What follows belongs to an exercise in optimizing a design on an open flow for small area, a short achievable clock period and few clock cycles per item; a production flow would make more cautious choices. At most, simulation tests tie the RTL to the original design; equivalence was not proved. No functional check of the RTL was part of runs 1 and 2.

<file path="config.mk">
export PLATFORM = sky130hd
export DESIGN_NAME = sha256_hasher
export DESIGN_NICKNAME = sha256_hasher
export VERILOG_FILES = /design/flow/design.v
export SDC_FILE = /design/flow/constraint.sdc
export NUM_CORES = 4
export LEC_CHECK = 0
export CAP_MARGIN = 20
export CORE_MARGIN = 2
export CORE_UTILIZATION = 35
export PLACE_DENSITY = 0.5
export SETUP_SLACK_MARGIN = 4.7
export SLEW_MARGIN = 20
</file>
<file path="constraint.sdc">
create_clock -name core_clock -period 8.8 [get_ports {clk}]
set_input_delay 1.7600 -clock core_clock [delete_from_list [all_inputs] [get_ports {clk}]]
set_output_delay 1.7600 -clock core_clock [all_outputs]
set_load 0.01 [all_outputs]
</file>
<file path="design.v">
`timescale 1ns/1ps
`default_nettype none
package sha256_pkg;
  typedef logic [32-1:0] sha256_word_t;
  typedef logic [512-1:0] sha256_block_t;
  typedef logic [256-1:0] sha256_state_t;
  typedef logic [$clog2(64)-1:0] round_idx_t;
  typedef logic [6-1:0] block_count_t;
  localparam sha256_state_t SHA256_IV = {
    32'h6a09e667, 32'hbb67ae85, 32'h3c6ef372, 32'ha54ff53a,
    32'h510e527f, 32'h9b05688c, 32'h1f83d9ab, 32'h5be0cd19
  };
  function automatic sha256_word_t sha256_k(input round_idx_t t);
    case (t)
      6'd0: sha256_k = 32'h428a2f98;
      6'd1: sha256_k = 32'h71374491;
      6'd2: sha256_k = 32'hb5c0fbcf;
      6'd3: sha256_k = 32'he9b5dba5;
      6'd4: sha256_k = 32'h3956c25b;
      6'd5: sha256_k = 32'h59f111f1;
      6'd6: sha256_k = 32'h923f82a4;
      6'd7: sha256_k = 32'hab1c5ed5;
      6'd8: sha256_k = 32'hd807aa98;
      6'd9: sha256_k = 32'h12835b01;
      6'd10: sha256_k = 32'h243185be;
      6'd11: sha256_k = 32'h550c7dc3;
      6'd12: sha256_k = 32'h72be5d74;
      6'd13: sha256_k = 32'h80deb1fe;
      6'd14: sha256_k = 32'h9bdc06a7;
      6'd15: sha256_k = 32'hc19bf174;
      6'd16: sha256_k = 32'he49b69c1;
      6'd17: sha256_k = 32'hefbe4786;
      6'd18: sha256_k = 32'h0fc19dc6;
      6'd19: sha256_k = 32'h240ca1cc;
      6'd20: sha256_k = 32'h2de92c6f;
      6'd21: sha256_k = 32'h4a7484aa;
      6'd22: sha256_k = 32'h5cb0a9dc;
      6'd23: sha256_k = 32'h76f988da;
      6'd24: sha256_k = 32'h983e5152;
      6'd25: sha256_k = 32'ha831c66d;
      6'd26: sha256_k = 32'hb00327c8;
      6'd27: sha256_k = 32'hbf597fc7;
      6'd28: sha256_k = 32'hc6e00bf3;
      6'd29: sha256_k = 32'hd5a79147;
      6'd30: sha256_k = 32'h06ca6351;
      6'd31: sha256_k = 32'h14292967;
      6'd32: sha256_k = 32'h27b70a85;
      6'd33: sha256_k = 32'h2e1b2138;
      6'd34: sha256_k = 32'h4d2c6dfc;
      6'd35: sha256_k = 32'h53380d13;
      6'd36: sha256_k = 32'h650a7354;
      6'd37: sha256_k = 32'h766a0abb;
      6'd38: sha256_k = 32'h81c2c92e;
      6'd39: sha256_k = 32'h92722c85;
      6'd40: sha256_k = 32'ha2bfe8a1;
      6'd41: sha256_k = 32'ha81a664b;
      6'd42: sha256_k = 32'hc24b8b70;
      6'd43: sha256_k = 32'hc76c51a3;
      6'd44: sha256_k = 32'hd192e819;
      6'd45: sha256_k = 32'hd6990624;
      6'd46: sha256_k = 32'hf40e3585;
      6'd47: sha256_k = 32'h106aa070;
      6'd48: sha256_k = 32'h19a4c116;
      6'd49: sha256_k = 32'h1e376c08;
      6'd50: sha256_k = 32'h2748774c;
      6'd51: sha256_k = 32'h34b0bcb5;
      6'd52: sha256_k = 32'h391c0cb3;
      6'd53: sha256_k = 32'h4ed8aa4a;
      6'd54: sha256_k = 32'h5b9cca4f;
      6'd55: sha256_k = 32'h682e6ff3;
      6'd56: sha256_k = 32'h748f82ee;
      6'd57: sha256_k = 32'h78a5636f;
      6'd58: sha256_k = 32'h84c87814;
      6'd59: sha256_k = 32'h8cc70208;
      6'd60: sha256_k = 32'h90befffa;
      6'd61: sha256_k = 32'ha4506ceb;
      6'd62: sha256_k = 32'hbef9a3f7;
      6'd63: sha256_k = 32'hc67178f2;
      default: sha256_k = 32'h00000000;
    endcase
  endfunction
  function automatic sha256_word_t rotr(input sha256_word_t x, input int n);
    rotr = (x >> n) | (x << (32 - n));
  endfunction
  function automatic sha256_word_t ch(input sha256_word_t x, y, z);
    ch = (x & y) ^ (~x & z);
  endfunction
  function automatic sha256_word_t maj(input sha256_word_t x, y, z);
    maj = (x & y) ^ (x & z) ^ (y & z);
  endfunction
  function automatic sha256_word_t big_sigma0(input sha256_word_t x);
    big_sigma0 = rotr(x, 2) ^ rotr(x, 13) ^ rotr(x, 22);
  endfunction
  function automatic sha256_word_t big_sigma1(input sha256_word_t x);
    big_sigma1 = rotr(x, 6) ^ rotr(x, 11) ^ rotr(x, 25);
  endfunction
  function automatic sha256_word_t small_sigma0(input sha256_word_t x);
    small_sigma0 = rotr(x, 7) ^ rotr(x, 18) ^ (x >> 3);
  endfunction
  function automatic sha256_word_t small_sigma1(input sha256_word_t x);
    small_sigma1 = rotr(x, 17) ^ rotr(x, 19) ^ (x >> 10);
  endfunction
  function automatic sha256_word_t add_ks_sel(input sha256_word_t x, input sha256_word_t y,
                                              input logic sel, input sha256_word_t alt);
    logic [31:0] gg, pp, hp, cy, o0, o1;
    hp = x ^ y;
    gg = x & y;
    pp = hp;
    for (int l = 0; l < 5; l++) begin
      for (int i = 31; i >= (1 << l); i--) begin
        gg[i] = gg[i] | (pp[i] & gg[i - (1 << l)]);
        pp[i] = pp[i] & pp[i - (1 << l)];
      end
    end
    cy = {gg[30:0], 1'b0};
    o0 = sel ? hp : alt;
    o1 = sel ? ~hp : alt;
    for (int i = 0; i < 32; i++) add_ks_sel[i] = cy[i] ? o1[i] : o0[i];
  endfunction
endpackage
`default_nettype wire
`timescale 1ns/1ps
`default_nettype none
module sha256_hasher (
  input  wire logic                     clk,
  input  wire logic                     block_load,
  input  wire logic                     block_start,
  input  wire logic                     message_load,
  input  wire sha256_pkg::sha256_block_t block,
  output logic                          block_ready,
  output logic                          done,
  output sha256_pkg::sha256_state_t     hash,
  output sha256_pkg::block_count_t      block_count
);
  typedef logic [31:0] word_t;
  logic       m2;              
  logic       m1;              
  logic       ag, eg;          
  logic       er;              
  logic       ar;              
  logic       w60, r61, r62, r63, af;   
  logic       pend, pend2;     
  logic       st_done;
  logic       last;            
  logic       ready_q;
  logic [5:0] ce;
  logic       accept;
  assign accept = block_start & ready_q;
  logic nx_er, nx_done, nx_idle;
  always_comb begin
    nx_er   = m2 | (er & (ce != 6'd63));
    nx_done = st_done | (af & last & !pend2);
    nx_idle = !accept && !nx_er && !er && !r63 && !nx_done;
  end
  always_ff @(posedge clk or negedge block_load) begin
    if (!block_load) begin
      m2          <= 1'b0;
      m1          <= 1'b0;
      ag          <= 1'b0;
      eg          <= 1'b0;
      er          <= 1'b0;
      ar          <= 1'b0;
      w60         <= 1'b0;
      r61         <= 1'b0;
      r62         <= 1'b0;
      r63         <= 1'b0;
      af          <= 1'b0;
      pend        <= 1'b0;
      pend2       <= 1'b0;
      st_done     <= 1'b0;
      last        <= 1'b0;
      ready_q     <= 1'b1;
      ce          <= 6'd63;
      block_count <= '0;
    end else begin
      m2      <= accept;
      m1      <= m2;
      ag      <= er || r63;       
      eg      <= nx_er || r62;    
      er      <= nx_er;
      ar      <= er;
      w60     <= er && ce == 6'd60;
      r61     <= w60;
      r62     <= r61;
      r63     <= r62;
      af      <= r63;
      pend    <= accept && r62;
      pend2   <= pend;
      st_done <= nx_done;
      if (accept) last <= !message_load;
      ready_q <= nx_idle || (r61 && !last);
      if (m2)                      ce <= 6'd0;
      else if (er && ce != 6'd63)  ce <= ce + 6'd1;
      if (accept) block_count <= block_count + 6'd1;
    end
  end
  assign block_ready = ready_q;
  assign done        = st_done;
  function automatic word_t wd(input logic [511:0] v, input int i);
    wd = v[511 - 32*i -: 32];
  endfunction
  function automatic word_t k_next2(input logic [5:0] c);
    case (c)
      6'd0: k_next2 = 32'hb5c0fbcf;
      6'd1: k_next2 = 32'he9b5dba5;
      6'd2: k_next2 = 32'h3956c25b;
      6'd3: k_next2 = 32'h59f111f1;
      6'd4: k_next2 = 32'h923f82a4;
      6'd5: k_next2 = 32'hab1c5ed5;
      6'd6: k_next2 = 32'hd807aa98;
      6'd7: k_next2 = 32'h12835b01;
      6'd8: k_next2 = 32'h243185be;
      6'd9: k_next2 = 32'h550c7dc3;
      6'd10: k_next2 = 32'h72be5d74;
      6'd11: k_next2 = 32'h80deb1fe;
      6'd12: k_next2 = 32'h9bdc06a7;
      6'd13: k_next2 = 32'hc19bf174;
      6'd14: k_next2 = 32'he49b69c1;
      6'd15: k_next2 = 32'hefbe4786;
      6'd16: k_next2 = 32'h0fc19dc6;
      6'd17: k_next2 = 32'h240ca1cc;
      6'd18: k_next2 = 32'h2de92c6f;
      6'd19: k_next2 = 32'h4a7484aa;
      6'd20: k_next2 = 32'h5cb0a9dc;
      6'd21: k_next2 = 32'h76f988da;
      6'd22: k_next2 = 32'h983e5152;
      6'd23: k_next2 = 32'ha831c66d;
      6'd24: k_next2 = 32'hb00327c8;
      6'd25: k_next2 = 32'hbf597fc7;
      6'd26: k_next2 = 32'hc6e00bf3;
      6'd27: k_next2 = 32'hd5a79147;
      6'd28: k_next2 = 32'h06ca6351;
      6'd29: k_next2 = 32'h14292967;
      6'd30: k_next2 = 32'h27b70a85;
      6'd31: k_next2 = 32'h2e1b2138;
      6'd32: k_next2 = 32'h4d2c6dfc;
      6'd33: k_next2 = 32'h53380d13;
      6'd34: k_next2 = 32'h650a7354;
      6'd35: k_next2 = 32'h766a0abb;
      6'd36: k_next2 = 32'h81c2c92e;
      6'd37: k_next2 = 32'h92722c85;
      6'd38: k_next2 = 32'ha2bfe8a1;
      6'd39: k_next2 = 32'ha81a664b;
      6'd40: k_next2 = 32'hc24b8b70;
      6'd41: k_next2 = 32'hc76c51a3;
      6'd42: k_next2 = 32'hd192e819;
      6'd43: k_next2 = 32'hd6990624;
      6'd44: k_next2 = 32'hf40e3585;
      6'd45: k_next2 = 32'h106aa070;
      6'd46: k_next2 = 32'h19a4c116;
      6'd47: k_next2 = 32'h1e376c08;
      6'd48: k_next2 = 32'h2748774c;
      6'd49: k_next2 = 32'h34b0bcb5;
      6'd50: k_next2 = 32'h391c0cb3;
      6'd51: k_next2 = 32'h4ed8aa4a;
      6'd52: k_next2 = 32'h5b9cca4f;
      6'd53: k_next2 = 32'h682e6ff3;
      6'd54: k_next2 = 32'h748f82ee;
      6'd55: k_next2 = 32'h78a5636f;
      6'd56: k_next2 = 32'h84c87814;
      6'd57: k_next2 = 32'h8cc70208;
      6'd58: k_next2 = 32'h90befffa;
      6'd59: k_next2 = 32'ha4506ceb;
      6'd60: k_next2 = 32'hbef9a3f7;
      6'd61: k_next2 = 32'hc67178f2;
      6'd62: k_next2 = 32'h428a2f98;
      6'd63: k_next2 = 32'h71374491;
      default: k_next2 = 32'h00000000;
    endcase
  endfunction
  function automatic word_t csa_s(input word_t x, input word_t y, input word_t z);
    csa_s = x ^ y ^ z;
  endfunction
  function automatic word_t csa_c(input word_t x, input word_t y, input word_t z);
    csa_c = ((x & y) | (x & z) | (y & z)) << 1;
  endfunction
  logic [511:0] win;           
  word_t a, b, c;              
  word_t e, f, g;              
  word_t t1;                   
  word_t p;                    
  word_t kv;                   
  word_t H0, H1, H2, H3, H4, H5, H6, H7;
  assign hash = {H0, H1, H2, H3, H4, H5, H6, H7};
  word_t S1, chv, dsel, t_s, t_c, t1_n, e_s2, e_c2;
  assign S1   = sha256_pkg::big_sigma1(e);
  assign chv  = sha256_pkg::ch(e, f, g);
  assign dsel = m1 ? H3 : c;
  assign t_s  = csa_s(p, chv, S1);
  assign t_c  = csa_c(p, chv, S1);
  assign t1_n = t_s + t_c;
  assign e_s2 = csa_s(t_s, t_c, dsel);
  assign e_c2 = csa_c(t_s, t_c, dsel);
  word_t S0, mjv, a_s, a_c;
  assign S0  = sha256_pkg::big_sigma0(a);
  assign mjv = sha256_pkg::maj(a, b, c);
  assign a_s = csa_s(t1, S0, mjv);
  assign a_c = csa_c(t1, S0, mjv);
  word_t gsel, p_n;
  assign gsel = m2 ? H7 : g;
  assign p_n  = csa_s(gsel, kv, wd(win, 0)) + csa_c(gsel, kv, wd(win, 0));
  word_t m_s1, m_c1, m_s2, m_c2, u0, u2;
  assign u0   = sha256_pkg::small_sigma1(wd(win, 14));
  assign u2   = sha256_pkg::small_sigma0(wd(win, 1));
  assign m_s1 = csa_s(wd(win, 9), u2, wd(win, 0));
  assign m_c1 = csa_c(wd(win, 9), u2, wd(win, 0));
  assign m_s2 = csa_s(m_s1, m_c1, u0);
  assign m_c2 = csa_c(m_s1, m_c1, u0);
  word_t opa, ope, sa, se;
  assign opa = ({32{r61}} & H3) | ({32{r62}} & H2) | ({32{r63}} & H1) | ({32{!ar}} & H0);
  assign ope = ({32{w60}} & H7) | ({32{r61}} & H6) | ({32{r62}} & H5) | ({32{!er}} & H4);
  assign sa = (ag ? a : '0) + opa;
  assign se = (eg ? e : '0) + ope;
  always_ff @(posedge clk) begin
    win <= {win[479:0], sha256_pkg::add_ks_sel(m_s2, m_c2, !accept, wd(block, 15))};
    if (accept) win[511:32] <= block[511:32];
    kv  <= nx_er ? k_next2(ce) : 32'h428a2f98;
    p   <= p_n;
    t1  <= t1_n;
    a   <= sha256_pkg::add_ks_sel(a_s, a_c, ar, sa);
    e   <= sha256_pkg::add_ks_sel(e_s2, e_c2, er, se);
    if (ar) begin
      b <= a; c <= b;
    end else begin
      b <= H1; c <= H2;
    end
    if (er) begin
      f <= e; g <= f;
    end else begin
      f <= H5; g <= H6;
    end
  end
  always_ff @(posedge clk or negedge block_load) begin
    if (!block_load) begin
      {H0, H1, H2, H3, H4, H5, H6, H7} <= sha256_pkg::SHA256_IV;
    end else begin
      if (w60) H7 <= se;
      if (r61) begin H3 <= sa; H6 <= se; end
      if (r62) begin H2 <= sa; H5 <= se; end
      if (r63) begin H1 <= sa; H4 <= se; end
      if (af)  H0 <= sa;
    end
  end
endmodule
`default_nettype wire
</file>
<file path="flow/run.sh">
#!/bin/bash
# The standard layout (the standard.sh, unchanged synthesis and steps),
# except that the port buffers are made from the smallest buffer cell.
set -euo pipefail
export BUFFER_PORTS_ARGS="-buffer_cell sky130_fd_sc_hd__buf_1"
bash standard.sh > standard.log 2>&1
</file>
<file path="standard.sh">
#!/bin/bash
# synth_recipe.tcl (not shown) runs the flow's synth.tcl, then flattens the netlist and writes it again
# the make line also repeats each setting of config.mk as NAME=value (left out here)
make -C /OpenROAD-flow-scripts/flow DESIGN_CONFIG=/design/flow/config.mk WORK_HOME=/design/flow/orfs CLKGATE_MAP_FILE= SYNTH_SCRIPT=/design/flow/synth_recipe.tcl "${@:-finish}"
</file>
==> results.cfg, run 1 <==
[run_status]
status = finished clean

[min_path]
whs_path_depth = 0
min_from = pend
hold_end = pend2
hp-class = flip-flop to flip-flop

[clock_tree]
cts.sinks = 1084
htreeDepth = 4
clk_path_buf_depth = 3
cts_buffers = 130
cts_tree = built
root_buffer = clkbuf_16
clk_latency_ns = 0.79
clk_pin_slew_ns = 0.06

[critical_path]
crit_top_cell = fa_1
cp_slowest_cell = fa_1
reg2reg_slack_ns = 4.47
slowest_delay_ns = 0.57
critPathMaxFanout = 4
path_class = flip-flop to flip-flop
required_ns = 9.43
rr_endpoint = e[27]
worstPathCellList = xor2_4, xnor2_4, fa_1, inv_2, fa_1, ha_4, o21a_1, o2111ai_2, o22ai_4, a211oi_4, buf_6, nor3_4, or3_4, and2_4, or3_1, nand3_1, o21ai_1
end_kind = flip-flop
cp-start-kind = flip-flop
cp.arrival_ns = 4.96
rr_startpoint = e[16]
rr_worst_depth = 17

[detailed_routing]
wl_um = 250000
viasPerCell = 5.13
drc = 0
drt_iter0_markers = 3563
wire_per_inst_um = 26.9
first_pass_iters = 5
vias = 47600
antenna_left = 0

[synth]
synth_nets = 7219
synthSimpleGateAreaFrac = 0.152
synth_top_family_by_area = simple AND/OR/NAND/NOR gates
syn_area_mm2 = 0.0573
synth_adder_area_share = 0.123
synth_cells = 6279
synth_edf_count = 0
dominantRegCellSynth = dfxtp_1
synth-seq-area-share = 0.407
async_flop_share = 0.262
ys_types = 86
avgSynthCellArea_um2 = 9.12
synth_seq_cells = 1084
synth_area_leader_cell = dfxtp_1
synthTopCellsByArea = dfxtp_1 (28%), nand2_1 (11%), mux2_2 (8.0%), fa_1 (6.6%), dfstp_2 (6.6%)
synth_warnings = 1
synth_compound_area_frac = 0.111
synthXorXnorAreaFrac = 0.0697
synth_top_area_frac = 0.280
synth_mux_area_frac = 0.0918

[flow_run]
cap_violations = 0

[cells_and_area]
largest_register_ffs = 512
fin_area_mm2 = 0.0697
top_register = win
final_nets = 7935
layout-drive-gt1-share = 0.171
seqCellArea_mm2 = 0.0235
area_growth_pct = 21.6
nFillCells = 16400
multiInputGateArea_mm2 = 0.0329

[timing]
finalMaxSlewViolations = 0
tightest_slew_ns = 1.04
rsz0062_at_grt = true
period_minus_slack_ns = 4.33
fin_tns_setup_ns = 0
setup_viol = 0
timing.fmax_mhz = 231
whs_ns = 0.364
final.setup_skew_ns = 0.0525
hold_violations = 0
relSlewSlack = 0.305
period_share = 0.492

[floorplanning]
rows = 148
num_io_pins = 780
die_h_um = 409
fp.dieW_um = 409
die-area_mm2 = 0.167
core_area_mm2 = 0.163
initial_core_util = 0.352

[grt]
grtUsageTotal = 0.292
grt_pass1_wl_um = 352000
grt_pass1_vias = 48800
antenna_found_initial = 29
grt_max_degree = 196
overflow = 0

[placed_design]
place_area_mm2 = 0.0621
gp_congestion = 1.00
hpwl_um = 190000
port_buffers = 779
layer usage:
layer | share of wire | wire length (um) | GRT usage | vias up
met1 | 0.39 | 96700 | 0.336 | 23300
met4 | 0.069 | 17200 | 0.161 | 26
li1 | - | - | - | 22200
met5 | 0.00075 | 187 | 0 | -
met2 | 0.49 | 121000 | 0.507 | 1588
met3 | 0.057 | 14300 | 0.0556 | 466
worst max-delay path: cells and delay by family, from the launching register on:
| family | cells | cell delay, ns |
|---|---|---|
| compound gates | 5 | 0.88 |
| simple gates | 5 | 1.01 |
| fa+ha+maj | 3 | 1.32 |
| flops | 1 | 0.40 |
| xor+xnor | 2 | 0.35 |
| buf+inv | 2 | 0.20 |
cell usage in the layout (no fill, tap or decap), types with 37 or more instances in the layout:
cell type and instances:
mux2_2 402, fa_1 185, xnor2_1 277, a21o_1 87, buf_1 778, dfxtp_2 37, xor2_1 117, and2_1 72
a21oi_1 239, mux2i_1 61, nand2_1 1625, nand3_1 49, buf_4 111, nor2b_1 37, dfstp_2 141, inv_1 342
nor3_1 37, ha_1 199, o21ai_0 243, dfrtp_1 132, a221o_1 66, clkbuf_16 134, dfxtp_1 726, dfxtp_4 37
nor2_1 195
final cells by class:
cell class	instances	area share
diodes	9	0.000323
clock buffers	189	0.0539
clock inverters	50	0.0119
inverters	352	0.0191
multi-input cells	4496	0.472
flip-flops and latches	1084	0.338
well taps	2175	0.0391
repair buffers	931	0.0658
worst max path at each step:
stage              from      end  slack [ns]  cells after the start
4_1_cts        win[464]  win[25]        4.47                     16
6_report          e[16]    e[27]        4.47                     17
5_1_grt           e[16]    e[27]        4.37                     17
3_5_place_dp         ar   H3[30]        3.53                     14
2_1_floorplan      e[3]    e[27]        4.66                     15
3_3_place_gp         ar   H1[30]        3.60                     14
synthesized netlist by cell type (6+ instances only):
cell type / instances
dfxtp_1: 800
a211o_1: 7
a21o_1: 87
mux2i_1: 63
and3_1: 23
ha_1: 236
a221o_1: 66
o31ai_1: 14
o21ai_1: 6
nand2_1: 1627
and2_1: 73
nor2b_1: 38
nor3_1: 41
fa_1: 188
maj3_1: 31
a31oi_1: 34
inv_1: 348
o211ai_1: 29
dfstp_2: 143
xor2_1: 139
xnor2_1: 315
or2_2: 7
o21bai_1: 21
buf_1: 39
a21oi_1: 264
nand2b_1: 28
clkbuf_1: 307
nand3_1: 50
o21ai_0: 262
a22o_1: 26
dfrtp_1: 141
mux2_2: 405
o21a_1: 31
nand4_1: 14
a311oi_1: 15
or3_1: 14
a211oi_1: 39
nor2_1: 197
stage by stage:
stage,std cells,worst slack (ns),util
global route,9280,4.37,0.428
CTS,9243,4.47,0.422
floorplan,6279,4.66,-
detailed placement,8929,3.53,0.382
global placement,8929,3.60,0.382
finish,9286,4.47,0.428
cell families (layout without fill, tap and decap cells):
| family | after synthesis | in the layout |
|---|---|---|
| AO/OA/AOI/OAI | 981 | 981 |
| XOR/XNOR | 455 | 455 |
| adder cells (fa/ha/maj) | 455 | 455 |
| buffers and inverters | 699 | 1522 |
| flip-flops | 1084 | 1084 |
| multiplexers | 471 | 471 |
| other | 0 | 9 |
| AND/OR/NAND/NOR | 2134 | 2134 |
what timing repair did:
action / 4_1_cts / 5_1_grt
pin swaps: 75 / 106
cloned: 3 / 4
resized for setup: 260 / 146
endpoints found under the hold margin: 0 / 0
hold buffers: 0 / 0
setup endpoints to repair: 240 / 139
setup buffers: 72 / 30
==> inputs of run 2 (changes only) <==
--- a/config.mk
+++ b/config.mk
@@ -8,6 +8,7 @@
 export CAP_MARGIN = 20
 export CORE_MARGIN = 2
 export CORE_UTILIZATION = 35
+export CTS_CLUSTER_SIZE = 30
 export PLACE_DENSITY = 0.5
 export SETUP_SLACK_MARGIN = 4.7
 export SLEW_MARGIN = 20
==> run 2 against run 1 <==
Die area did not move. Non-clock buffer count did not move. Highest routed layer unchanged. Utilization did not move. Sequential share of layout area did not move. Critical path type unchanged. Synthesized cell count did not move. Register-to-register slack barely moved.
==> results.cfg, run 2 <==
[run_status]
status = finished clean

[detailed_routing]
drc = 0
drt_iter0_markers = 3563
viasPerCell = 5.13
wire_per_inst_um = 26.9
first_pass_iters = 5
vias = 47600
antenna_left = 0
wl_um = 250000

[clock_tree]
cts_buffers = 130
htreeDepth = 4
cts.sinks = 1084
cts_tree = built
clk_path_buf_depth = 3
root_buffer = clkbuf_16
clk_pin_slew_ns = 0.06
clk_latency_ns = 0.79
ctsHoldBuffers = 0

[timing]
finalMaxSlewViolations = 0
rsz0062_at_grt = true
hold_violations = 0
fin_tns_setup_ns = 0
relSlewSlack = 0.305
tightest_slew_ns = 1.04
period_share = 0.492
timing.fmax_mhz = 231
setup_viol = 0
final.setup_skew_ns = 0.0525
period_minus_slack_ns = 4.33

[synth]
dominantRegCellSynth = dfxtp_1
async_flop_share = 0.262
avgSynthCellArea_um2 = 9.12
synth_warnings = 1
syn_area_mm2 = 0.0573
ys_types = 86
synthTopCellsByArea = dfxtp_1 (28%), nand2_1 (11%), mux2_2 (8.0%), fa_1 (6.6%), dfstp_2 (6.6%)
synth_top_area_frac = 0.280
synth-seq-area-share = 0.407
synth_edf_count = 0
synth_area_leader_cell = dfxtp_1
synthTopCellsByCount = nand2_1 (1,627), dfxtp_1 (800), mux2_2 (405), inv_1 (348), xnor2_1 (315)
synth_seq_cells = 1084
synth_nets = 7219
yosys.cell_count.top_type = nand2_1
synth_cells = 6279

[placed_design]
place_area_mm2 = 0.0621
hpwl_um = 190000
port_buffers = 779
gp_congestion = 1.00

[cells_and_area]
area_growth_pct = 21.6
multiInputGateArea_mm2 = 0.0329
final_nets = 7935
seqCellArea_mm2 = 0.0235
mostFrequentLayoutCells = nand2_1 (1,625), buf_1 (778), dfxtp_1 (726), mux2_2 (402), inv_1 (342)
fin_area_mm2 = 0.0697
final_common_cell = nand2_1
largest_register_ffs = 512
layout-drive-gt1-share = 0.171
top_register = win
nFillCells = 16400

[grt]
overflow = 0
grt_pass1_vias = 48800
grt_pass1_wl_um = 352000
grt_max_degree = 196
antenna_found_initial = 29
grtUsageTotal = 0.292

[critical_path]
rr_worst_depth = 17
reg2reg_slack_ns = 4.47
path_class = flip-flop to flip-flop
critPathMaxFanout = 4
endpoint = e[27]
cp.arrival_ns = 4.96
crit_path_start = e[16]
rr_startpoint = e[16]
cp-start-kind = flip-flop
required_ns = 9.43
rr_endpoint = e[27]
end_kind = flip-flop

[floorplanning]
core_area_mm2 = 0.163
rows = 148
die-area_mm2 = 0.167
initial_core_util = 0.352
fp.dieW_um = 409
num_io_pins = 780
die_h_um = 409

[flow_run]
cap_violations = 0

[min_path]
hp-class = flip-flop to flip-flop
==> run 2: what timing repair did <==
action,in CTS,in global routing
gates resized for setup,260,146
setup buffers,72,30
pin swaps,75,106
setup endpoints to repair,240,139
gates cloned,3,4
==> run 2: area by class of cell <==
class,count,area share
multi-input combinational,4496,0.472
clock inverter,50,0.0119
sequential,1084,0.338
inverter,352,0.0191
antenna,9,0.000323
timing repair buffer,931,0.0658
tap,2175,0.0391
clock buffer,189,0.0539
==> run 2: logic make-up after synthesis <==
logic type	share of synthesized area
buffers and inverters	0.0458
AND/OR/NAND/NOR	0.152
multiplexers	0.0918
AO/OA/AOI/OAI	0.111
XOR/XNOR	0.0697
adder cells (fa/ha/maj)	0.123
flip-flops	0.407
==> run 2: critical path, cell delays in order (launching register included) <==
cell and delay (ns):
dfxtp_4 0.40, xor2_4 0.21, xnor2_4 0.14, fa_1 0.57
inv_2 0.05, fa_1 0.54, ha_4 0.21, o21a_1 0.20
o2111ai_2 0.22, o22ai_4 0.14, a211oi_4 0.25, buf_6 0.15
nor3_4 0.05, or3_4 0.42, and2_4 0.16, or3_1 0.30
nand3_1 0.08, o21ai_1 0.07
==> run 2: stage by stage <==
step	hold WS, ns	cells	util	worst slack, ns
2_1_floorplan	0.331	6279	-	4.66
3_3_place_gp	0.334	8929	0.382	3.60
3_5_place_dp	0.354	8929	0.382	3.53
4_1_cts	0.368	9243	0.422	4.47
5_1_grt	0.372	9280	0.428	4.37
6_report	0.364	9286	0.428	4.47
==> run 2: worst min-delay path by stage <==
stage	startpoint	slack, ns	to	depth (start not counted)
CTS	pend	0.37	pend2	0
detailed placement	pend	0.35	pend2	0
finish	pend	0.36	pend2	0
global route	pend	0.37	pend2	0
global placement	pend	0.33	pend2	0
floorplan	pend	0.33	pend2	0
==> run 2: layer usage <==
layer,vias up,track usage,wire length [um]
met2,1588,0.507,121000
li1,22200,-,-
met3,466,0.0556,14300
met4,26,0.161,17200
met5,-,0,187
met1,23300,0.336,96700
==> inputs of run 3 (changes only) <==
--- a/design.v
+++ b/design.v
@@ -136,6 +136,7 @@
   logic       m2;              
   logic       m1;              
   logic       ag, eg;          
+  logic [1:0] ph;              
   logic       er;              
   logic       ar;              
   logic       w60, r61, r62, r63, af;   
@@ -152,6 +153,9 @@
     nx_done = st_done | (af & last & !pend2);
     nx_idle = !accept && !nx_er && !er && !r63 && !nx_done;
   end
+  logic rot_a, rot_e;
+  assign rot_a = r61 | r62 | r63 | (!ar & !st_done);
+  assign rot_e = w60 | r61 | r62 | (!er & !nx_done);
   always_ff @(posedge clk or negedge block_load) begin
     if (!block_load) begin
       m2          <= 1'b0;
@@ -170,6 +174,7 @@
       st_done     <= 1'b0;
       last        <= 1'b0;
       ready_q     <= 1'b1;
+      ph          <= 2'd1;
       ce          <= 6'd63;
       block_count <= '0;
     end else begin
@@ -188,7 +193,8 @@
       pend2   <= pend;
       st_done <= nx_done;
       if (accept) last <= !message_load;
-      ready_q <= nx_idle || (r61 && !last);
+      ph      <= af ? 2'd0 : ph + 2'd1;
+      ready_q <= (nx_idle && (af ? 2'd0 : ph + 2'd1) == 2'd1) || (r61 && !last);
       if (m2)                      ce <= 6'd0;
       else if (er && ce != 6'd63)  ce <= ce + 6'd1;
       if (accept) block_count <= block_count + 6'd1;
@@ -280,12 +286,12 @@
   word_t t1;                   
   word_t p;                    
   word_t kv;                   
-  word_t H0, H1, H2, H3, H4, H5, H6, H7;
-  assign hash = {H0, H1, H2, H3, H4, H5, H6, H7};
+  word_t A0, A1, A2, A3, E0, E1, E2, E3;
+  assign hash = {A0, A1, A2, A3, E0, E1, E2, E3};
   word_t S1, chv, dsel, t_s, t_c, t1_n, e_s2, e_c2;
   assign S1   = sha256_pkg::big_sigma1(e);
   assign chv  = sha256_pkg::ch(e, f, g);
-  assign dsel = m1 ? H3 : c;
+  assign dsel = m1 ? A2 : c;
   assign t_s  = csa_s(p, chv, S1);
   assign t_c  = csa_c(p, chv, S1);
   assign t1_n = t_s + t_c;
@@ -297,7 +303,7 @@
   assign a_s = csa_s(t1, S0, mjv);
   assign a_c = csa_c(t1, S0, mjv);
   word_t gsel, p_n;
-  assign gsel = m2 ? H7 : g;
+  assign gsel = m2 ? E2 : g;
   assign p_n  = csa_s(gsel, kv, wd(win, 0)) + csa_c(gsel, kv, wd(win, 0));
   word_t m_s1, m_c1, m_s2, m_c2, u0, u2;
   assign u0   = sha256_pkg::small_sigma1(wd(win, 14));
@@ -306,11 +312,9 @@
   assign m_c1 = csa_c(wd(win, 9), u2, wd(win, 0));
   assign m_s2 = csa_s(m_s1, m_c1, u0);
   assign m_c2 = csa_c(m_s1, m_c1, u0);
-  word_t opa, ope, sa, se;
-  assign opa = ({32{r61}} & H3) | ({32{r62}} & H2) | ({32{r63}} & H1) | ({32{!ar}} & H0);
-  assign ope = ({32{w60}} & H7) | ({32{r61}} & H6) | ({32{r62}} & H5) | ({32{!er}} & H4);
-  assign sa = (ag ? a : '0) + opa;
-  assign se = (eg ? e : '0) + ope;
+  word_t sa, se;
+  assign sa = (ag ? a : '0) + A3;
+  assign se = (eg ? e : '0) + E3;
   always_ff @(posedge clk) begin
     win <= {win[479:0], sha256_pkg::add_ks_sel(m_s2, m_c2, !accept, wd(block, 15))};
     if (accept) win[511:32] <= block[511:32];
@@ -319,26 +323,21 @@
     t1  <= t1_n;
     a   <= sha256_pkg::add_ks_sel(a_s, a_c, ar, sa);
     e   <= sha256_pkg::add_ks_sel(e_s2, e_c2, er, se);
-    if (ar) begin
-      b <= a; c <= b;
-    end else begin
-      b <= H1; c <= H2;
-    end
+    b <= (ar && !m2) ? a : A0;
+    c <= b;
     if (er) begin
       f <= e; g <= f;
     end else begin
-      f <= H5; g <= H6;
+      f <= E0; g <= E1;
     end
   end
   always_ff @(posedge clk or negedge block_load) begin
     if (!block_load) begin
-      {H0, H1, H2, H3, H4, H5, H6, H7} <= sha256_pkg::SHA256_IV;
+      {A0, A1, A2, A3} <= {sha256_pkg::SHA256_IV[159:128], sha256_pkg::SHA256_IV[255:160]};
+      {E0, E1, E2, E3} <= {sha256_pkg::SHA256_IV[63:0], sha256_pkg::SHA256_IV[127:64]};
     end else begin
-      if (w60) H7 <= se;
-      if (r61) begin H3 <= sa; H6 <= se; end
-      if (r62) begin H2 <= sa; H5 <= se; end
-      if (r63) begin H1 <= sa; H4 <= se; end
-      if (af)  H0 <= sa;
+      if (rot_a) {A0, A1, A2, A3} <= {sa, A0, A1, A2};
+      if (rot_e) {E0, E1, E2, E3} <= {se, E0, E1, E2};
     end
   end
 endmodule
--- a/config.mk
+++ b/config.mk
@@ -8,7 +8,8 @@
 export CAP_MARGIN = 20
 export CORE_MARGIN = 2
 export CORE_UTILIZATION = 35
-export CTS_CLUSTER_SIZE = 30
+export CTS_CLUSTER_DIAMETER = 120
+export CTS_CLUSTER_SIZE = 25
 export PLACE_DENSITY = 0.5
 export SETUP_SLACK_MARGIN = 4.7
 export SLEW_MARGIN = 20
==> run 3 against run 2 <==
Utilization shrank 2.5 points. Cell area down 8.4%. Via count fell by 2.5%. Clock-buffer cell count down 115. Routed wire length decreased by 5.2%. Highest routed layer unchanged. Register-to-register slack improved by 0.13 ns. Maximum frequency increased by 3.0%.
==> results.cfg, run 3 <==
[cells_and_area]
largest_register_ffs = 512
postLayoutCoreUtil = 0.404
fin_cells = 9165
nFillCells = 16200
layout-drive-gt1-share = 0.107
final_common_cell = nand2_1
area_growth_pct = 14.7
mostFrequentLayoutCells = nand2_1 (2,236), buf_1 (778), dfxtp_1 (725), inv_1 (301), xnor2_1 (269)
top_register = win
final_nets = 7981

[critical_path]
path_class = flip-flop to flip-flop
end_kind = flip-flop
critPathMaxFanout = 4
cp.arrival_ns = 4.80
cp-start-kind = flip-flop
required_ns = 9.39

[floorplanning]
die_h_um = 403
fp.dieW_um = 403
rows = 146
num_io_pins = 780
die-area_mm2 = 0.162
initial_core_util = 0.352
core_area_mm2 = 0.158

[synth]
synth_compound_area_frac = 0.0943
synthSimpleGateAreaFrac = 0.199
synth_seq_cells = 1086
syn_area_mm2 = 0.0556
synth_warnings = 1
synth_edf_count = 0
synthTopCellsByCount = nand2_1 (2,239), dfxtp_1 (800), clkbuf_1 (309), inv_1 (308), xnor2_1 (303)
synth_adder_area_share = 0.126
synthXorXnorAreaFrac = 0.0709
synth_top_area_frac = 0.288
ys_types = 93
yosys.cell_count.top_type = nand2_1
dominantRegCellSynth = dfxtp_1
synth_top_family_by_area = simple AND/OR/NAND/NOR gates
avgSynthCellArea_um2 = 8.63
synth_nets = 7382
synthTopCellsByArea = dfxtp_1 (29%), nand2_1 (15%), dfstp_2 (6.8%), fa_1 (6.8%), dfrtp_1 (6.4%)
async_flop_share = 0.263
synth-seq-area-share = 0.420
synth_mux_area_frac = 0.0460
synth_cells = 6442
synth_area_leader_cell = dfxtp_1

[timing]
final.setup_skew_ns = 0.0692
timing.fmax_mhz = 238
whs_ns = 0.340
rsz0062_at_grt = true
fin_tns_setup_ns = 0
finalMaxSlewViolations = 0
hold_violations = 0
relSlewSlack = 0.160
worst_slack_ns = 4.60
period_share = 0.478
period_minus_slack_ns = 4.20
tightest_slew_ns = 1.26
setup_viol = 0

[grt]
grt_pass1_vias = 45000
antenna_found_initial = 39
grt_max_degree = 238
overflow = 0
grt_pass1_wl_um = 332000
grtUsageTotal = 0.283

[clock_tree]
cts_buffers = 52
clk_pin_slew_ns = 0.11
htreeDepth = 2
clk_path_buf_depth = 3
cts.sinks = 1086
clk_latency_ns = 0.74
cts_tree = built
ctsHoldBuffers = 0
root_buffer = clkbuf_16

[placed_design]
gp_congestion = 0.976
hpwl_um = 189000
dpl_worst_slack_ns = 4.01
port_buffers = 779
dpl.cell_count = 8992

[detailed_routing]
antenna_left = 0
wire_per_inst_um = 25.8
drt_iter0_markers = 4347
vias = 46500
first_pass_iters = 6
viasPerCell = 5.07
wl_um = 237000
drc = 0

[run_status]
status = finished clean

[min_path]
hp-class = flip-flop to flip-flop

[flow_run]
cap_violations = 0
-- run 3: worst max-delay path: stages (launching register included) --
cell and delay (ns):
dfxtp_4 0.39, xor2_4 0.19, xnor2_2 0.14, fa_1 0.48
fa_1 0.51, inv_2 0.05, ha_4 0.22, a211oi_4 0.25
o21ai_2 0.13, a21oi_4 0.25, o311ai_4 0.13, a221oi_4 0.31
o21ai_2 0.10, a221o_2 0.38, a211oi_4 0.27, xor2_1 0.18
a21oi_1 0.08
-- run 3: layout make-up --
cell class	count	area [um2]	area share
multi-input cells	4708	31000	0.486
flip-flops and latches	1086	23500	0.369
repair buffers	880	3820	0.0598
well taps	2072	2590	0.0406
clock buffers	74	1380	0.0217
inverters	313	1180	0.0185
clock inverters	11	181	0.00284
diodes	21	52.6	0.000824
-- run 3: kinds of logic after synthesis --
| group | after synthesis |
|---|---|
| buffers and inverters | 648 |
| adder cells (fa/ha/maj) | 455 |
| flip-flops | 1086 |
| AND/OR/NAND/NOR | 2744 |
| AO/OA/AOI/OAI | 829 |
| multiplexers | 230 |
| XOR/XNOR | 450 |
-- run 3: path summary, 6_finish.rpt --
path	start	to	slack, ns	cells past startpoint
max	win[457]	win[30]	4.60	16
min reg2reg	b[9]	c[9]	0.34	0
max reg2reg	win[457]	win[30]	4.60	16
min	b[9]	c[9]	0.34	0
min in group asynchronous	block_load	A2[1]	1.17	1
max in group asynchronous	block_load	E2[16]	6.24	2
-- run 3: timing repair --
| action | CTS | global route |
|---|---|---|
| resized for setup | 136 | 177 |
| endpoints found under the setup margin | 68 | 54 |
| buffers inserted | 24 | 42 |
| pin swaps | 45 | 84 |
| cloned | 1 | 0 |
-- run 3: layer usage --
| layer | wire length [um] | track usage | vias up |
|---|---|---|---|
| li1 | - | - | 21900 |
| met1 | 111000 | 0.408 | 22700 |
| met2 | 105000 | 0.443 | 1623 |
| met3 | 15200 | 0.0460 | 231 |
| met4 | 5950 | 0.0654 | 28 |
| met5 | 179 | 0 | - |
-- run 3: per-stage QoR --
step	instance area, um2
CTS	62500
global placement	60200
finish	63800
global route	63800
floorplan	55600
detailed placement	60200
Testbench counts of run 3, summed over its fixed seeds: cycles 33,988, blocks 516.
==> inputs of run 4 (changes only) <==
--- a/config.mk
+++ b/config.mk
@@ -8,8 +8,6 @@
 export CAP_MARGIN = 20
 export CORE_MARGIN = 2
 export CORE_UTILIZATION = 35
-export CTS_CLUSTER_DIAMETER = 120
-export CTS_CLUSTER_SIZE = 25
 export PLACE_DENSITY = 0.5
 export SETUP_SLACK_MARGIN = 4.7
 export SLEW_MARGIN = 20
==> run 4 against run 3 <==
Utilization grew 1.7 points. Routed wire length grew 0.74%. Final cell count grew 1.5%. Flip-flop and latch count is the same. Synthesized area is the same. Highest routed layer unchanged. Critical path depth is the same. Sequential share of layout area shrank 1.6 points.
==> results.cfg, run 4 <==
[critical_path]
path_class = flip-flop to flip-flop
required_ns = 9.44
cp.buffers_inverters = 1
critPathMaxFanout = 4
cpLargestDelayFamily = compound AO/OA/AOI/OAI gates
cp-start-kind = flip-flop
cp_slowest_cell = fa_1
end_kind = flip-flop
worstPathCellList = xor2_1, xnor2_1, fa_1, fa_1, inv_1, ha_1, nand3_1, a21oi_2, a21oi_4, o311ai_4, a221oi_4, o21ai_2, a221o_2, a211oi_4, xor2_1, a21oi_1
slowest_delay_ns = 0.50
cp.arrival_ns = 4.89

[timing]
tightest_slew_ns = 1.06
period_minus_slack_ns = 4.25
final.setup_skew_ns = 0.0627
fin_tns_setup_ns = 0
relSlewSlack = 0.291
hold_violations = 0
worst_slack_ns = 4.55
rsz0062_at_grt = true
timing.fmax_mhz = 235
finalMaxSlewViolations = 0
period_share = 0.483
setup_viol = 0

[grt]
grtUsageTotal = 0.287
grt_max_degree = 238
grt_pass1_wl_um = 335000
antenna_found_initial = 34
grt_pass1_vias = 45700
overflow = 0

[floorplanning]
die_h_um = 403
fp.dieW_um = 403
rows = 146
core_area_mm2 = 0.158
initial_core_util = 0.352
num_io_pins = 780
die-area_mm2 = 0.162

[synth]
synth_cells = 6442
yosys.cell_count.top_type = nand2_1
synth_warnings = 1
synth_area_leader_cell = dfxtp_1
synth_edf_count = 0
ys_types = 93
synth_top_area_frac = 0.288
dominantRegCellSynth = dfxtp_1
synth-seq-area-share = 0.420
synth_nets = 7382
synth_seq_cells = 1086
avgSynthCellArea_um2 = 8.63
async_flop_share = 0.263
synthTopCellsByCount = nand2_1 (2,239), dfxtp_1 (800), clkbuf_1 (309), inv_1 (308), xnor2_1 (303)
syn_area_mm2 = 0.0556
synthTopCellsByArea = dfxtp_1 (29%), nand2_1 (15%), dfstp_2 (6.8%), fa_1 (6.8%), dfrtp_1 (6.4%)

[detailed_routing]
wire_per_inst_um = 25.7
drc = 0
viasPerCell = 5.07
antenna_left = 0
wl_um = 239000
first_pass_iters = 5
drt_iter0_markers = 4172
vias = 47200

[cells_and_area]
postLayoutCoreUtil = 0.421
layout-drive-gt1-share = 0.119
final_common_cell = nand2_1
fin_cells = 9300
mostFrequentLayoutCells = nand2_1 (2,237), buf_1 (778), dfxtp_1 (726), inv_1 (303), xnor2_1 (276)
top_register = win
area_growth_pct = 19.7
final_nets = 8044
largest_register_ffs = 512

[placed_design]
dpl_worst_slack_ns = 4.01
port_buffers = 779
hpwl_um = 189000
dpl.cell_count = 8992
gp_congestion = 0.976

[flow_run]
cap_violations = 0

[clock_tree]
cts.sinks = 1086
htreeDepth = 4
clk_latency_ns = 0.81
clk_pin_slew_ns = 0.06
cts_buffers = 131
ctsHoldBuffers = 0
clk_path_buf_depth = 3
cts_tree = built
root_buffer = clkbuf_16

[min_path]
hp-class = flip-flop to flip-flop

[run_status]
status = finished clean
-- run 4: per-stage QoR --
stage | instance area (um2) | hold slack, ns
floorplan | 55600 | 0.331
global placement | 60200 | 0.339
detailed placement | 60200 | 0.335
CTS | 65600 | 0.320
global route | 66500 | 0.332
finish | 66600 | 0.330
-- run 4: path summary, 6_finish.rpt --
path,end,depth (start not counted),from,slack [ns]
setup / recovery,win[30],16,win[464],4.55
hold / removal,c[16],0,b[16],0.33
setup reg to reg,win[30],16,win[464],4.55
hold reg to reg,c[16],0,b[16],0.33
max in group asynchronous,E0[18],2,block_load,6.32
min in group asynchronous,A2[1],1,block_load,1.10
-- run 4: layout make-up --
cell class	count	area, um2
clock inverter	52	915
multi-input combinational	4708	30800
fill	15900	91500
timing repair buffer	864	3680
antenna	15	37.5
inverter	313	1180
tap	2072	2590
sequential	1086	23500
clock buffer	190	3810
-- run 4: routing by layer --
metal | wire length (um) | global-route usage | vias to the layer above
met5 | 142 | 0 | -
met4 | 6020 | 0.0724 | 22
met3 | 16300 | 0.0547 | 286
met2 | 105000 | 0.444 | 1753
met1 | 111000 | 0.409 | 23000
li1 | - | - | 22100
-- run 4: repair_timing --
| action | in CTS | in global routing |
|---|---|---|
| setup buffers | 18 | 32 |
| gates resized for setup | 122 | 141 |
| pin swaps | 37 | 80 |
| gates cloned | 1 | 0 |
| setup endpoints to repair | 65 | 56 |
-- run 4: kinds of logic (layout without fill, tap and decap cells) --
group	Yosys count	after routing	synth area share
compound gates	829	829	0.0943
xor+xnor	450	450	0.0709
fa+ha+maj	455	455	0.126
buf+inv	648	1419	0.0437
flops	1086	1086	0.420
mux	230	230	0.0460
other cells	0	15	0
simple gates	2744	2744	0.199
==> inputs of run 5 (changes only) <==
--- a/config.mk
+++ b/config.mk
@@ -8,6 +8,8 @@
 export CAP_MARGIN = 20
 export CORE_MARGIN = 2
 export CORE_UTILIZATION = 35
+export CTS_CLUSTER_DIAMETER = 100
+export CTS_CLUSTER_SIZE = 20
 export PLACE_DENSITY = 0.5
-export SETUP_SLACK_MARGIN = 4.7
+export SETUP_SLACK_MARGIN = 5.0
 export SLEW_MARGIN = 20
==> run 5 against run 4 <==
Utilization shrank 0.50 points. Cell area decreased by 1.2%. Clock-buffer cell count fell by 99. First-iteration DRC count increased by 14%. Die area is the same. Via count shrank 1.0%.
==> results.cfg, run 5 <==
[critical_path]
path_class = flip-flop to flip-flop
critPathMaxFanout = 4
rr_endpoint = win[30]
end_kind = flip-flop
rr_worst_depth = 16
cp.arrival_ns = 4.86
required_ns = 9.36
cp-start-kind = flip-flop
reg2reg_slack_ns = 4.50
rr_startpoint = win[457]

[detailed_routing]
drc = 0
first_pass_iters = 6
drt_iter0_markers = 4771
viasPerCell = 5.06
wl_um = 233000
vias = 46700
antenna_left = 0
wire_per_inst_um = 25.3

[synth]
yosys.cell_count.top_type = nand2_1
syn_area_mm2 = 0.0556
synth-seq-area-share = 0.420
synth_seq_cells = 1086
async_flop_share = 0.263
synth_cells = 6442
synth_area_leader_cell = dfxtp_1
dominantRegCellSynth = dfxtp_1
synthTopCellsByCount = nand2_1 (2,239), dfxtp_1 (800), clkbuf_1 (309), inv_1 (308), xnor2_1 (303)
synth_nets = 7382
synth_warnings = 1
synth_top_area_frac = 0.288
synthTopCellsByArea = dfxtp_1 (29%), nand2_1 (15%), dfstp_2 (6.8%), fa_1 (6.8%), dfrtp_1 (6.4%)
ys_types = 93
avgSynthCellArea_um2 = 8.63
synth_edf_count = 0

[grt]
overflow = 0
grt_max_degree = 221
grt_pass1_vias = 45300
grt_pass1_wl_um = 328000
antenna_found_initial = 20
grtUsageTotal = 0.279

[clock_tree]
root_buffer = clkbuf_16
clk_latency_ns = 0.72
clk_pin_slew_ns = 0.09
cts_tree = built
htreeDepth = 3
cts.sinks = 1086
ctsHoldBuffers = 0
cts_buffers = 68
clk_path_buf_depth = 3

[timing]
period_minus_slack_ns = 4.30
rsz0062_at_grt = true
fin_tns_setup_ns = 0
finalMaxSlewViolations = 0
whs_ns = 0.353
period_share = 0.488
timing.fmax_mhz = 233
hold_violations = 0
setup_viol = 0
relSlewSlack = 0.240
tightest_slew_ns = 1.14
final.setup_skew_ns = 0.0528

[cells_and_area]
top_register = win
final_nets = 8052
fin_area_mm2 = 0.0658
nFillCells = 15900
area_growth_pct = 18.3
layout-drive-gt1-share = 0.134
postLayoutCoreUtil = 0.416
largest_register_ffs = 512
mostFrequentLayoutCells = nand2_1 (2,233), buf_1 (778), dfxtp_1 (719), inv_1 (291), xnor2_1 (251)
final_common_cell = nand2_1

[placed_design]
place_area_mm2 = 0.0604
hpwl_um = 184000
port_buffers = 779
gp_congestion = 0.972

[min_path]
whs_path_depth = 0
hold_end = pend2
hp-class = flip-flop to flip-flop
min_from = pend

[floorplanning]
rows = 146
initial_core_util = 0.352
die-area_mm2 = 0.162
num_io_pins = 780
fp.dieW_um = 403
core_area_mm2 = 0.158
die_h_um = 403

[run_status]
status = finished clean

[flow_run]
cap_violations = 0
-- run 5: cell counts after synthesis --
No cell type changed its count.
-- run 5: per-layer routing --
layer | share of wire | vias up | GRT usage
met5 | 0.000051 | - | 0
met1 | 0.46 | 22800 | 0.400
met2 | 0.45 | 1567 | 0.437
li1 | - | 22000 | -
met3 | 0.061 | 241 | 0.0408
met4 | 0.028 | 2 | 0.0726
-- run 5: timing repair --
action	in CTS	in global routing
setup endpoints to repair	91	80
setup buffers	75	46
resized for setup	281	209
pin swaps	123	115
gates cloned	1	0
-- run 5: cells by family (layout without fill, tap and decap cells) --
| family | count (synthesis) | after routing | share of synthesized area |
|---|---|---|---|
| AOI/OAI and AO/OA | 829 | 829 | 0.0943 |
| adders and majority gates | 455 | 455 | 0.126 |
| and+or+nand+nor | 2744 | 2744 | 0.199 |
| muxes | 230 | 230 | 0.0460 |
| buffers and inverters | 648 | 1356 | 0.0437 |
| other | 0 | 7 | 0 |
| DFF | 1086 | 1086 | 0.420 |
| xor gates and xnor gates | 450 | 450 | 0.0709 |
-- run 5: layout make-up --
type,instances,area [um2],area share
multi-input combinational,4708,31900,0.486
sequential,1086,23600,0.358
timing repair buffer,935,4350,0.0662
tap,2072,2590,0.0394
clock buffer,91,1830,0.0278
inverter,313,1190,0.0180
clock inverter,17,272,0.00413
antenna,7,17.5,0.000266
-- run 5: per-stage QoR --
step                worst slack (ns)  instances
floorplan                       4.84       6442
global placement                4.39       8992
detailed placement              4.32       8992
CTS                             4.53       9176
global route                    4.37       9225
finish                          4.50       9229
-- run 5: critical path, stage by stage, from the launching register on --
cell      delay (ns)
dfxtp_4         0.39
xor2_4          0.20
xnor2_2         0.14
fa_1            0.45
fa_1            0.51
inv_2           0.05
ha_4            0.22
a211oi_4        0.29
o21ai_4         0.10
a21oi_4         0.28
o311ai_4        0.15
a221oi_4        0.28
o21ai_2         0.11
a221o_2         0.39
a211oi_4        0.31
xor2_1          0.22
a21oi_1         0.08
-- run 5: worst max path at each step --
stage                   from  endpoint  cells past startpoint
finish              win[457]   win[30]                     16
global route        win[457]   win[30]                     16
CTS                 win[456]   win[30]                     16
detailed placement  win[460]   win[30]                     16
global placement    win[460]   win[30]                     16
floorplan           win[453]   win[31]                     16
==> inputs of run 6 (changes only) <==
--- a/config.mk
+++ b/config.mk
@@ -11,5 +11,5 @@
 export CTS_CLUSTER_DIAMETER = 100
 export CTS_CLUSTER_SIZE = 20
 export PLACE_DENSITY = 0.5
-export SETUP_SLACK_MARGIN = 5.0
+export SETUP_SLACK_MARGIN = 4.1
 export SLEW_MARGIN = 20
==> run 6 against run 5 <==
Still clean. Clock-buffer cell count is 4 higher. Worst setup slack worse by 0.19 ns. Final cell count is 1.3% lower. First-iteration DRC count is 11% lower. Critical endpoint is now e[27].
==> results.cfg, run 6 <==
[detailed_routing]
vias = 46200
viasPerCell = 5.07
antenna_left = 0
wire_per_inst_um = 25.5
first_pass_iters = 6
wl_um = 232000
drt_iter0_markers = 4247
drc = 0

[critical_path]
rr_worst_depth = 14
cp.arrival_ns = 5.09
path_class = flip-flop to flip-flop
rr_endpoint = e[27]
rr_startpoint = e[2]
cp-start-kind = flip-flop
reg2reg_slack_ns = 4.31
required_ns = 9.41
critPathMaxFanout = 6
end_kind = flip-flop

[timing]
setup_viol = 0
whs_ns = 0.354
relSlewSlack = 0.301
worst_slack_ns = 4.31
hold_violations = 0
finalMaxSlewViolations = 0
period_share = 0.510
tightest_slew_ns = 1.05
rsz0062_at_grt = true
period_minus_slack_ns = 4.49
final.setup_skew_ns = 0.0379
timing.fmax_mhz = 223
fin_tns_setup_ns = 0

[synth]
synth_edf_count = 0
async_flop_share = 0.263
synthTopCellsByArea = dfxtp_1 (29%), nand2_1 (15%), dfstp_2 (6.8%), fa_1 (6.8%), dfrtp_1 (6.4%)
yosys.cell_count.top_type = nand2_1
syn_area_mm2 = 0.0556
synth_nets = 7382
synth_area_leader_cell = dfxtp_1
synth_top_area_frac = 0.288
dominantRegCellSynth = dfxtp_1
avgSynthCellArea_um2 = 8.63
synthTopCellsByCount = nand2_1 (2,239), dfxtp_1 (800), clkbuf_1 (309), inv_1 (308), xnor2_1 (303)
synth_warnings = 1
ys_types = 93
synth-seq-area-share = 0.420
synth_seq_cells = 1086
synth_cells = 6442

[floorplanning]
die_h_um = 403
initial_core_util = 0.352
rows = 146
num_io_pins = 780
die-area_mm2 = 0.162
core_area_mm2 = 0.158
fp.dieW_um = 403

[cells_and_area]
largest_register_ffs = 512
top_register = win
final_common_cell = nand2_1
area_growth_pct = 12.1
final_nets = 7927
mostFrequentLayoutCells = nand2_1 (2,238), dfxtp_1 (787), buf_1 (778), inv_1 (306), xnor2_1 (302)
layout-drive-gt1-share = 0.0706

[grt]
antenna_found_initial = 35
grt_max_degree = 223
grt_pass1_wl_um = 327000
overflow = 0
grtUsageTotal = 0.279
grt_pass1_vias = 45200

[clock_tree]
htreeDepth = 3
clk_path_buf_depth = 3
cts.sinks = 1086
cts_buffers = 67
root_buffer = clkbuf_16
clk_pin_slew_ns = 0.10
cts_tree = built
ctsHoldBuffers = 0
clk_latency_ns = 0.71

[placed_design]
hpwl_um = 185000
gp_congestion = 0.988
port_buffers = 779
dpl_worst_slack_ns = 4.09

[flow_run]
cap_violations = 0

[min_path]
hold_end = c[10]
hp-class = flip-flop to flip-flop
min_from = b[10]
whs_path_depth = 0

[run_status]
status = finished clean
[run 6: worst max path at each step]
stage | cells after the start | startpoint | endpoint
global route | 16 | e[3] | e[27]
global placement | 6 | block_start | win[458]
floorplan | 15 | m2 | p[31]
finish | 14 | e[2] | e[27]
CTS | 16 | win[462] | win[30]
detailed placement | 6 | block_start | win[458]
[run 6: cell type report]
class | count | area [um2]
Sequential cell | 1086 | 23400
Timing Repair Buffer | 811 | 3250
Fill cell | 16400 | 95700
Inverter | 313 | 1180
Antenna cell | 11 | 27.5
Tap cell | 2072 | 2590
Clock inverter | 14 | 196
Multi-Input combinational cell | 4708 | 29900
Clock buffer | 95 | 1820
[run 6: repair_timing]
action,in CTS,in global routing
buffers inserted,0,1
endpoints found under the setup margin,0,15
gates resized for setup,0,19
[run 6: cell families after synthesis]
logic type                 after synthesis  share of synthesized area
DFF                                   1086                      0.420
adders and majority gates              455                      0.126
and+or+nand+nor                       2744                      0.199
muxes                                  230                     0.0460
xor gates and xnor gates               450                     0.0709
buffers and inverters                  648                     0.0437
AOI/OAI and AO/OA                      829                     0.0943
[run 6: worst max-delay path: stages (launching register included)]
cell     delay [ns]
dfxtp_1        0.55
mux2_2         0.39
fa_1           0.60
fa_1           0.45
ha_1           0.31
a21o_1         0.19
a21oi_1        0.28
o21a_1         0.21
o22ai_2        0.14
a21oi_2        0.24
o21ai_0        0.15
a31oi_1        0.29
o21ai_1        0.15
xor2_1         0.16
mux2_2         0.26
[run 6: metrics by stage]
stage	cell area (um2)	std cells	utilization
finish	62300	9110	0.394
global route	62300	9104	0.394
CTS	62300	9098	0.394
detailed placement	60200	8989	0.381
global placement	60200	8989	0.381
floorplan	55600	6442	-
[run 6: layer usage]
layer  GRT usage  vias up  share of wire
li1            -    21800              -
met4      0.0772       20          0.029
met5           0        -        0.00048
met2       0.432     1601           0.44
met3      0.0458      252          0.065
met1       0.400    22600           0.47
==> inputs of run 7 (changes only) <==
--- a/config.mk
+++ b/config.mk
@@ -11,5 +11,5 @@
 export CTS_CLUSTER_DIAMETER = 100
 export CTS_CLUSTER_SIZE = 20
 export PLACE_DENSITY = 0.5
-export SETUP_SLACK_MARGIN = 4.1
+export SETUP_SLACK_MARGIN = 4.4
 export SLEW_MARGIN = 20
==> run 7 against run 6 <==
Still clean. Non-clock buffer count is 13 higher. Final cell count is 0.13% higher. First-iteration DRC count is 3.0% lower. Routed wire length hardly changed. Clock-buffer cell count stayed put.
==> results.cfg, run 7 <==
[timing]
period_minus_slack_ns = 4.30
tightest_slew_ns = 1.05
timing.fmax_mhz = 233
fin_tns_setup_ns = 0
period_share = 0.489
hold_violations = 0
worst_slack_ns = 4.50
relSlewSlack = 0.298
whs_ns = 0.354
final.setup_skew_ns = 0.0376
setup_viol = 0
rsz0062_at_grt = true
finalMaxSlewViolations = 0

[synth]
avgSynthCellArea_um2 = 8.63
synth_cells = 6442
synthTopCellsByCount = nand2_1 (2,239), dfxtp_1 (800), clkbuf_1 (309), inv_1 (308), xnor2_1 (303)
synth_area_leader_cell = dfxtp_1
synth_nets = 7382
synth_compound_area_frac = 0.0943
synth_top_area_frac = 0.288
synthXorXnorAreaFrac = 0.0709
dominantRegCellSynth = dfxtp_1
yosys.cell_count.top_type = nand2_1
synth_top_family_by_area = simple AND/OR/NAND/NOR gates
synth_warnings = 1
synth-seq-area-share = 0.420
synthSimpleGateAreaFrac = 0.199
synth_seq_cells = 1086
ys_types = 93
synth_mux_area_frac = 0.0460
synth_edf_count = 0
synthTopCellsByArea = dfxtp_1 (29%), nand2_1 (15%), dfstp_2 (6.8%), fa_1 (6.8%), dfrtp_1 (6.4%)
syn_area_mm2 = 0.0556
async_flop_share = 0.263
synth_adder_area_share = 0.126

[grt]
grt_pass1_vias = 45200
grtUsageTotal = 0.279
grt_pass1_wl_um = 327000
overflow = 0
grt_max_degree = 223
antenna_found_initial = 37

[placed_design]
gp_congestion = 0.988
place_area_mm2 = 0.0602
dpl.cell_count = 8989
hpwl_um = 185000
port_buffers = 779
dpl_worst_slack_ns = 4.09

[clock_tree]
cts.sinks = 1086
cts_buffers = 67
clk_latency_ns = 0.71
clk_path_buf_depth = 3
root_buffer = clkbuf_16
htreeDepth = 3
cts_tree = built
ctsHoldBuffers = 0
clk_pin_slew_ns = 0.09

[floorplanning]
die-area_mm2 = 0.162
fp.dieW_um = 403
core_area_mm2 = 0.158
initial_core_util = 0.352
die_h_um = 403
num_io_pins = 780
rows = 146

[cells_and_area]
final_common_cell = nand2_1
top_register = win
multiInputGateArea_mm2 = 0.0301
layout-drive-gt1-share = 0.0821
seqCellArea_mm2 = 0.0235
fin_area_mm2 = 0.0628
mostFrequentLayoutCells = nand2_1 (2,238), buf_1 (778), dfxtp_1 (755), inv_1 (304), xnor2_1 (288)
final_nets = 7940
largest_register_ffs = 512
fin_cells = 9122
nFillCells = 16300
area_growth_pct = 12.9
postLayoutCoreUtil = 0.397

[critical_path]
cp.arrival_ns = 4.91
required_ns = 9.41
reg2reg_slack_ns = 4.50
path_class = flip-flop to flip-flop
critPathMaxFanout = 6
end_kind = flip-flop
cp-start-kind = flip-flop

[detailed_routing]
vias = 46300
wire_per_inst_um = 25.4
drt_iter0_markers = 4118
drc = 0
viasPerCell = 5.07
antenna_left = 0
first_pass_iters = 6
wl_um = 232000

[flow_run]
cap_violations = 0

[min_path]
hp-class = flip-flop to flip-flop

[run_status]
status = finished clean
run 7: cell counts after synthesis:
Identical to the previous run, type by type.
run 7: worst max-delay path: stages (launching register included):
cell,delay [ns]
dfxtp_1,0.56
xnor2_1,0.13
xnor2_1,0.31
fa_1,0.53
fa_1,0.43
ha_1,0.34
o21a_1,0.19
o2111ai_1,0.29
o22ai_4,0.17
a21oi_2,0.25
o21ai_0,0.16
a31oi_1,0.26
o21ai_1,0.14
xor2_1,0.16
mux2_2,0.26
run 7: what timing repair did:
item                       4_1_cts  5_1_grt
resized for setup               21       88
setup endpoints to repair       21       33
pin swaps                        1       23
buffers inserted                 1       13
run 7: cells by family after synthesis:
| family | after synthesis |
|---|---|
| xor+xnor | 450 |
| buf+inv | 648 |
| flops | 1086 |
| fa+ha+maj | 455 |
| simple gates | 2744 |
| mux | 230 |
| compound gates | 829 |
run 7: worst paths after layout:
check | cells past startpoint | endpoint | start
min in group asynchronous | 1 | A1[18] | block_load
worst min-delay path | 0 | c[10] | b[10]
max in group asynchronous | 2 | er | block_load
worst max-delay path | 14 | e[27] | e[29]
worst max register to register | 14 | e[27] | e[29]
worst min register to register | 0 | c[10] | b[10]
run 7: per-layer routing:
metal  track usage  up-vias  wire length, um
li1              -    21800                -
met1         0.401    22500           107000
met2         0.432     1631           102000
met3        0.0457      262            16300
met4        0.0772       22             6660
met5             0        -              120
run 7: area by class of cell:
class | instances | area share
Antenna cell | 10 | 0.000399
Tap cell | 2072 | 0.0413
Clock buffer | 95 | 0.0291
Inverter | 313 | 0.0188
Timing Repair Buffer | 824 | 0.0534
Clock inverter | 14 | 0.00313
Sequential cell | 1086 | 0.374
Multi-Input combinational cell | 4708 | 0.480

[what the ideal ports hide]
In the flow no input, the clock included, has a driving cell. The finished layouts below were timed again as built, in two steps.
Step 1 (the two cells are an assumption about what drives the block):
set clk [get_ports {clk}]
set_driving_cell -lib_cell sky130_fd_sc_hd__clkbuf_16 $clk
set_driving_cell -lib_cell sky130_fd_sc_hd__buf_2 [delete_from_list [all_inputs] $clk]
Step 2 also shifts input and output timing later by t, the mid clock arrival at the registers, as if the neighbouring blocks saw the same clock.
a / b / c = ideal / step 1 / step 2; a / b = the first two.
| run | t, ns | setup WS [ns] | hold slack, ns | worst slew at a driven data input, ns |
|---|---|---|---|---|
| run 1 | 0.845 | 4.469 / 4.469 / 4.459 | 0.364 / 0.364 / 0.364 | 0.20 |
| run 2 | 0.845 | 4.469 / 4.469 / 4.459 | 0.364 / 0.364 / 0.364 | 0.20 |
| run 3 | 0.786 | 4.595 / 4.595 / 4.093 | 0.340 / 0.340 / 0.340 | 0.18 |
| run 4 | 0.859 | 4.548 / 4.548 / 4.142 | 0.330 / 0.330 / 0.330 | 0.18 |
| run 5 | 0.779 | 4.503 / 4.503 / 4.327 | 0.353 / 0.353 / 0.353 | 0.17 |
| run 6 | 0.777 | 4.314 / 4.314 / 3.947 | 0.354 / 0.354 / 0.354 | 0.17 |
| run 7 | 0.780 | 4.500 / 4.500 / 3.996 | 0.354 / 0.354 / 0.354 | 0.17 |
After both steps setup and hold are still met in every run listed. The setup slack of run 7, which loses most, moves by 0.000 ns with the drivers and by -0.504 ns with both steps.
